Context: an optimization exercise on an open-source flow, tuned for small area and a short achievable clock period. The choices shown serve that exercise and are no tape-out recipe.
RTL that was checked went through simulation tests only; none was proved equivalent to the original.
Power is estimated from default activity; no workload was simulated.

==> flow/design.v <==
package systolic_pkg;
    localparam int ARRAY_SIZE = 4;
    localparam int OPERAND_W  = 8;
    localparam int PRODUCT_W  = 16;
    localparam int DIGIT_W = 5;
    localparam logic [15:0] ACC_INIT = 16'h0AC0;
    localparam int DONE_AT = 16;    
endpackage
`timescale 1ns/1ps
module booth_recoder (
    input  logic       clk,
    input  logic       act,
    input  logic       hi,
    input  logic [7:0] b,
    output logic [4:0] dl,    
    output logic [4:0] dh     
);
    function automatic logic [4:0] encode(input logic [2:0] g, input logic en);
        logic one, two, neg;
        one = g[1] ^ g[0];
        two = (g[2] & ~g[1] & ~g[0]) | (~g[2] & g[1] & g[0]);
        neg = g[2];
        encode = en ? {~neg, one | two, neg, two, one} : 5'b0;
    endfunction
    logic [2:0] gl, gh;
    assign gh = hi ? b[7:5] : b[3:1];
    assign gl = hi ? b[5:3] : {b[1:0], 1'b0};
    always_ff @(posedge clk) begin
        dl <= encode(gl, act);
        dh <= encode(gh, act);
    end
endmodule
`timescale 1ns/1ps
module booth_multiplier (
    input  logic [7:0] a,
    input  logic [4:0] d,     
    output logic [8:0] row
);
    logic [8:0] a2;
    assign a2 = {a, 1'b0};
    for (genvar k = 0; k < 8; k++) begin : g_bit
        assign row[k] = ((d[0] & a[k]) | (d[1] & a2[k])) ^ d[2];
    end
    assign row[8] = (d[3] & a[7]) ^ d[4];
endmodule
`timescale 1ns/1ps
module mac_cell (
    input  logic        clk,
    input  logic        keep,
    input  logic        shift,
    input  logic        init,
    input  logic [7:0]  a,
    input  logic [4:0]  dl,
    input  logic [4:0]  dh,
    output logic [15:0] acc
);
    localparam logic [15:0] K = systolic_pkg::ACC_INIT;
    logic [8:0]  rl, rh;
    logic [15:0] f, s, c, sum;
    logic [19:0] acc_sh;
    logic [11:0] cy;       
    logic [3:0]  cs;       
    logic [3:0]  cin;
    logic [16:0] rip;
    logic [3:0]  cout;
    booth_multiplier u_rl (.a(a), .d(dl), .row(rl));
    booth_multiplier u_rh (.a(a), .d(dh), .row(rh));
    assign acc_sh = {acc, 4'b0};
    for (genvar k = 0; k < 16; k++) begin : g_fb
        assign f[k] = (keep & acc[k]) | (shift & acc_sh[k]) | (init & K[k]);
    end
    assign cin[0] = dl[2];
    assign cin[1] = keep & cs[1];
    assign cin[2] = (keep & cs[2]) | (shift & cs[1]);
    assign cin[3] = (keep & cs[3]) | (shift & cs[2]);
    assign s[1:0] = f[1:0];
    assign c[1:0] = rl[1:0];
    assign c[2]   = dh[2];
    assign cy[2:0] = '0;
    for (genvar k = 2; k <= 8; k++) begin : g_csa
        assign s[k]    = f[k] ^ rl[k] ^ rh[k-2];
        assign cy[k+1] = (f[k] & rl[k]) | (f[k] & rh[k-2]) | (rl[k] & rh[k-2]);
    end
    assign c[8:3] = cy[8:3];
    assign s[9]   = f[9] ^ rh[7] ^ cy[9];
    assign cy[10] = (f[9] & rh[7]) | (f[9] & cy[9]) | (rh[7] & cy[9]);
    assign s[10]  = f[10] ^ rh[8] ^ cy[10];
    assign cy[11] = (f[10] & rh[8]) | (f[10] & cy[10]) | (rh[8] & cy[10]);
    assign c[10:9] = '0;
    assign c[11]   = cy[11];
    assign c[15:12] = '0;
    assign s[15:11] = f[15:11];
    for (genvar b = 0; b < 4; b++) begin : g_cpa
        assign {rip[4*b+4], sum[4*b +: 4]} = {1'b0, s[4*b +: 4]} + {1'b0, c[4*b +: 4]} + {4'b0, cin[b]};
    end
    assign rip[0] = 1'b0;
    assign cout = {rip[12], rip[8], rip[4], 1'b0};
    always_ff @(posedge clk) begin
        acc <= sum;
        cs  <= cout;
    end
endmodule
`timescale 1ns/1ps
module array_ctrl (
    input  logic       clk,
    input  logic       rst,
    output logic [3:0] load,       
    output logic       act_next,   
    output logic       hi_next,    
    output logic       keep,       
    output logic       shift,      
    output logic       init,       
    output logic       done
);
    logic [4:0] count;
    always_ff @(posedge clk or negedge rst) begin
        if (!rst) begin
            count <= '0;
            done  <= 1'b0;
        end else begin
            if (count != systolic_pkg::DONE_AT) count <= count + 1'b1;
            if (count == systolic_pkg::DONE_AT) done <= 1'b1;
        end
    end
    for (genvar n = 0; n < 4; n++) begin : g_load
        assign load[n] = (count <= n + 4);
    end
    assign act_next = (count >= 4) && (count <= 11);
    assign hi_next  = (count <= 7);
    always_ff @(posedge clk) begin
        init  <= (count == 4);
        shift <= (count == 8);
        keep  <= (count != 4) && (count != 8);
    end
endmodule
`timescale 1ns/1ps
module systolic_array (
    input  logic           clk,
    input  logic           rst,
    input  logic [31:0]    a_lanes,
    input  logic [31:0]    b_lanes,
    output logic [255:0]   c,
    output logic           done
);
    localparam int N = systolic_pkg::ARRAY_SIZE;
    logic [3:0]  load;
    logic        act_next, hi_next, keep, shift, init;
    logic [7:0]  ra [N][4];
    logic [3:0]  rb_lo [N][4];
    logic [3:0]  rb_hi [N][3];
    logic [7:0]  a_tap [N];
    logic [4:0]  dl [N];
    logic [4:0]  dh [N];
    array_ctrl u_ctrl (
        .clk      (clk),
        .rst      (rst),
        .load     (load),
        .act_next (act_next),
        .hi_next  (hi_next),
        .keep     (keep),
        .shift    (shift),
        .init     (init),
        .done     (done)
    );
    for (genvar n = 0; n < N; n++) begin : g_lane
        always_ff @(posedge clk) begin
            ra[n][0] <= load[n] ? a_lanes[8*n +: 8] : ra[n][3];
            for (int k = 1; k < 4; k++) ra[n][k] <= ra[n][k-1];
        end
        assign a_tap[n] = ra[n][3-n];
        logic [3:0] lo_in;
        logic [7:0] b_rd;
        assign lo_in = load[n] ? b_lanes[8*n +: 4] : rb_lo[n][3];
        always_ff @(posedge clk) begin
            rb_lo[n][0] <= lo_in;
            for (int k = 1; k < 4; k++) rb_lo[n][k] <= rb_lo[n][k-1];
        end
        if (n == 3) begin : g_rd_in
            assign b_rd = {b_lanes[8*n+4 +: 4], lo_in};
        end else begin : g_rd_ring
            always_ff @(posedge clk) begin
                rb_hi[n][0] <= b_lanes[8*n+4 +: 4];
                for (int k = 1; k <= 2 - n; k++) rb_hi[n][k] <= rb_hi[n][k-1];
            end
            assign b_rd = {rb_hi[n][2-n], rb_lo[n][2-n]};
        end
        booth_recoder u_rec (
            .clk (clk),
            .act (act_next),
            .hi  (hi_next),
            .b   (b_rd),
            .dl  (dl[n]),
            .dh  (dh[n])
        );
    end
    for (genvar i = 0; i < N; i++) begin : g_row
        for (genvar j = 0; j < N; j++) begin : g_col
            mac_cell u_cell (
                .clk   (clk),
                .keep  (keep),
                .shift (shift),
                .init  (init),
                .a     (a_tap[i]),
                .dl    (dl[j]),
                .dh    (dh[j]),
                .acc   (c[16*(4*i+j) +: 16])
            );
        end
    end
endmodule
export LEC_CHECK = 0
export CAP_MARGIN = 20
export CORE_MARGIN = 2
export CORE_UTILIZATION = 40
export SLEW_MARGIN = 20
create_clock -name core_clock -period 5.5 [get_ports {clk}]
run.sh (not shown) runs the stock make flow with config.mk's settings and CLKGATE_MAP_FILE= SYNTH_SCRIPT=/design/flow/synth_recipe.tcl, a recipe that flattens the netlist after the stock synthesis.
==> next run, changes <==
--- a/flow/design.v
+++ b/flow/design.v
@@ -87,14 +87,21 @@
     assign s[10]  = f[10] ^ rh[8] ^ cy[10];
     assign cy[11] = (f[10] & rh[8]) | (f[10] & cy[10]) | (rh[8] & cy[10]);
     assign c[10:9] = '0;
     assign c[11]   = cy[11];
     assign c[15:12] = '0;
     assign s[15:11] = f[15:11];
-    for (genvar b = 0; b < 4; b++) begin : g_cpa
-        assign {rip[4*b+4], sum[4*b +: 4]} = {1'b0, s[4*b +: 4]} + {1'b0, c[4*b +: 4]} + {4'b0, cin[b]};
+    for (genvar k = 0; k < 16; k++) begin : g_cpa
+        logic ci;
+        if (k % 4 == 0) begin : g_first
+            assign ci = cin[k/4];
+        end else begin : g_next
+            assign ci = rip[k];
+        end
+        assign sum[k]   = s[k] ^ c[k] ^ ci;
+        assign rip[k+1] = (s[k] & c[k]) | (s[k] & ci) | (c[k] & ci);
     end
     assign rip[0] = 1'b0;
     assign cout = {rip[12], rip[8], rip[4], 1'b0};
     always_ff @(posedge clk) begin
         acc <= sum;
         cs  <= cout;
@@ -122,18 +129,18 @@
             if (count == systolic_pkg::DONE_AT) done <= 1'b1;
         end
     end
     for (genvar n = 0; n < 4; n++) begin : g_load
         assign load[n] = (count <= n + 4);
     end
-    assign act_next = (count >= 4) && (count <= 11);
-    assign hi_next  = (count <= 7);
+    assign act_next = (count >= 5) && (count <= 12);
+    assign hi_next  = (count <= 8);
     always_ff @(posedge clk) begin
-        init  <= (count == 4);
-        shift <= (count == 8);
-        keep  <= (count != 4) && (count != 8);
+        init  <= (count == 5);
+        shift <= (count == 9);
+        keep  <= (count != 5) && (count != 9);
     end
 endmodule
 `timescale 1ns/1ps
 module systolic_array (
     input  logic           clk,
     input  logic           rst,
@@ -143,14 +150,13 @@
     output logic           done
 );
     localparam int N = systolic_pkg::ARRAY_SIZE;
     logic [3:0]  load;
     logic        act_next, hi_next, keep, shift, init;
     logic [7:0]  ra [N][4];
-    logic [3:0]  rb_lo [N][4];
-    logic [3:0]  rb_hi [N][3];
+    logic [7:0]  rb [N][4];
     logic [7:0]  a_tap [N];
     logic [4:0]  dl [N];
     logic [4:0]  dh [N];
     array_ctrl u_ctrl (
         .clk      (clk),
         .rst      (rst),
@@ -162,36 +168,24 @@
         .init     (init),
         .done     (done)
     );
     for (genvar n = 0; n < N; n++) begin : g_lane
         always_ff @(posedge clk) begin
             ra[n][0] <= load[n] ? a_lanes[8*n +: 8] : ra[n][3];
-            for (int k = 1; k < 4; k++) ra[n][k] <= ra[n][k-1];
-        end
-        assign a_tap[n] = ra[n][3-n];
-        logic [3:0] lo_in;
-        logic [7:0] b_rd;
-        assign lo_in = load[n] ? b_lanes[8*n +: 4] : rb_lo[n][3];
-        always_ff @(posedge clk) begin
-            rb_lo[n][0] <= lo_in;
-            for (int k = 1; k < 4; k++) rb_lo[n][k] <= rb_lo[n][k-1];
-        end
-        if (n == 3) begin : g_rd_in
-            assign b_rd = {b_lanes[8*n+4 +: 4], lo_in};
-        end else begin : g_rd_ring
-            always_ff @(posedge clk) begin
-                rb_hi[n][0] <= b_lanes[8*n+4 +: 4];
-                for (int k = 1; k <= 2 - n; k++) rb_hi[n][k] <= rb_hi[n][k-1];
+            rb[n][0] <= load[n] ? b_lanes[8*n +: 8] : rb[n][3];
+            for (int k = 1; k < 4; k++) begin
+                ra[n][k] <= ra[n][k-1];
+                rb[n][k] <= rb[n][k-1];
             end
-            assign b_rd = {rb_hi[n][2-n], rb_lo[n][2-n]};
-        end
+        end
+        assign a_tap[n] = ra[n][(4-n)%4];
         booth_recoder u_rec (
             .clk (clk),
             .act (act_next),
             .hi  (hi_next),
-            .b   (b_rd),
+            .b   (rb[n][3-n]),
             .dl  (dl[n]),
             .dh  (dh[n])
         );
     end
     for (genvar i = 0; i < N; i++) begin : g_row
         for (genvar j = 0; j < N; j++) begin : g_col
=>
- The changed run completed without violations
- die area goes down by a few percent
- sequential power goes up by a few percent
- hold slack gets worse by 13 ps
- count of clock-buffer cells in the layout goes up by 6
- wire length goes down by a little under a tenth
- global-route usage goes down by 0.86 points
- cell area goes down by a few percent
- final cell count goes down by roughly a tenth
- setup slack gets worse by 330 ps
Function not checked in the first run of this note: the RTL went through the layout flow alone.

## afterwards: timing with drivers on the ports
The results above use ideal ports. As a check the final layouts listed here were re-extracted and re-timed, cells and wires unchanged. Step 1: set_driving_cell puts a clkbuf_16 on clk and a buf_2 on each other input, an assumption about the parent block. Step 2 adds t to the input delays and takes it off the output delays; t is the mean of the earliest and latest rising clock arrival at the registers after step 1. Input paths then give back, and output paths get back, about the clock's delay inside the block. Three values: ideal, step 1, step 2; two values: the first two.
run | shift t [ns] | setup WS [ns] | worst register clock-pin slew, ns | pins driven straight from the clock port
the first run | 0.671 | 1.794 / 1.794 / 1.794 | 0.06 / 0.06 | 1
the second run | 0.679 | 1.463 / 1.463 / 1.463 | 0.07 / 0.07 | 1
After both steps every run listed still meets setup and hold.
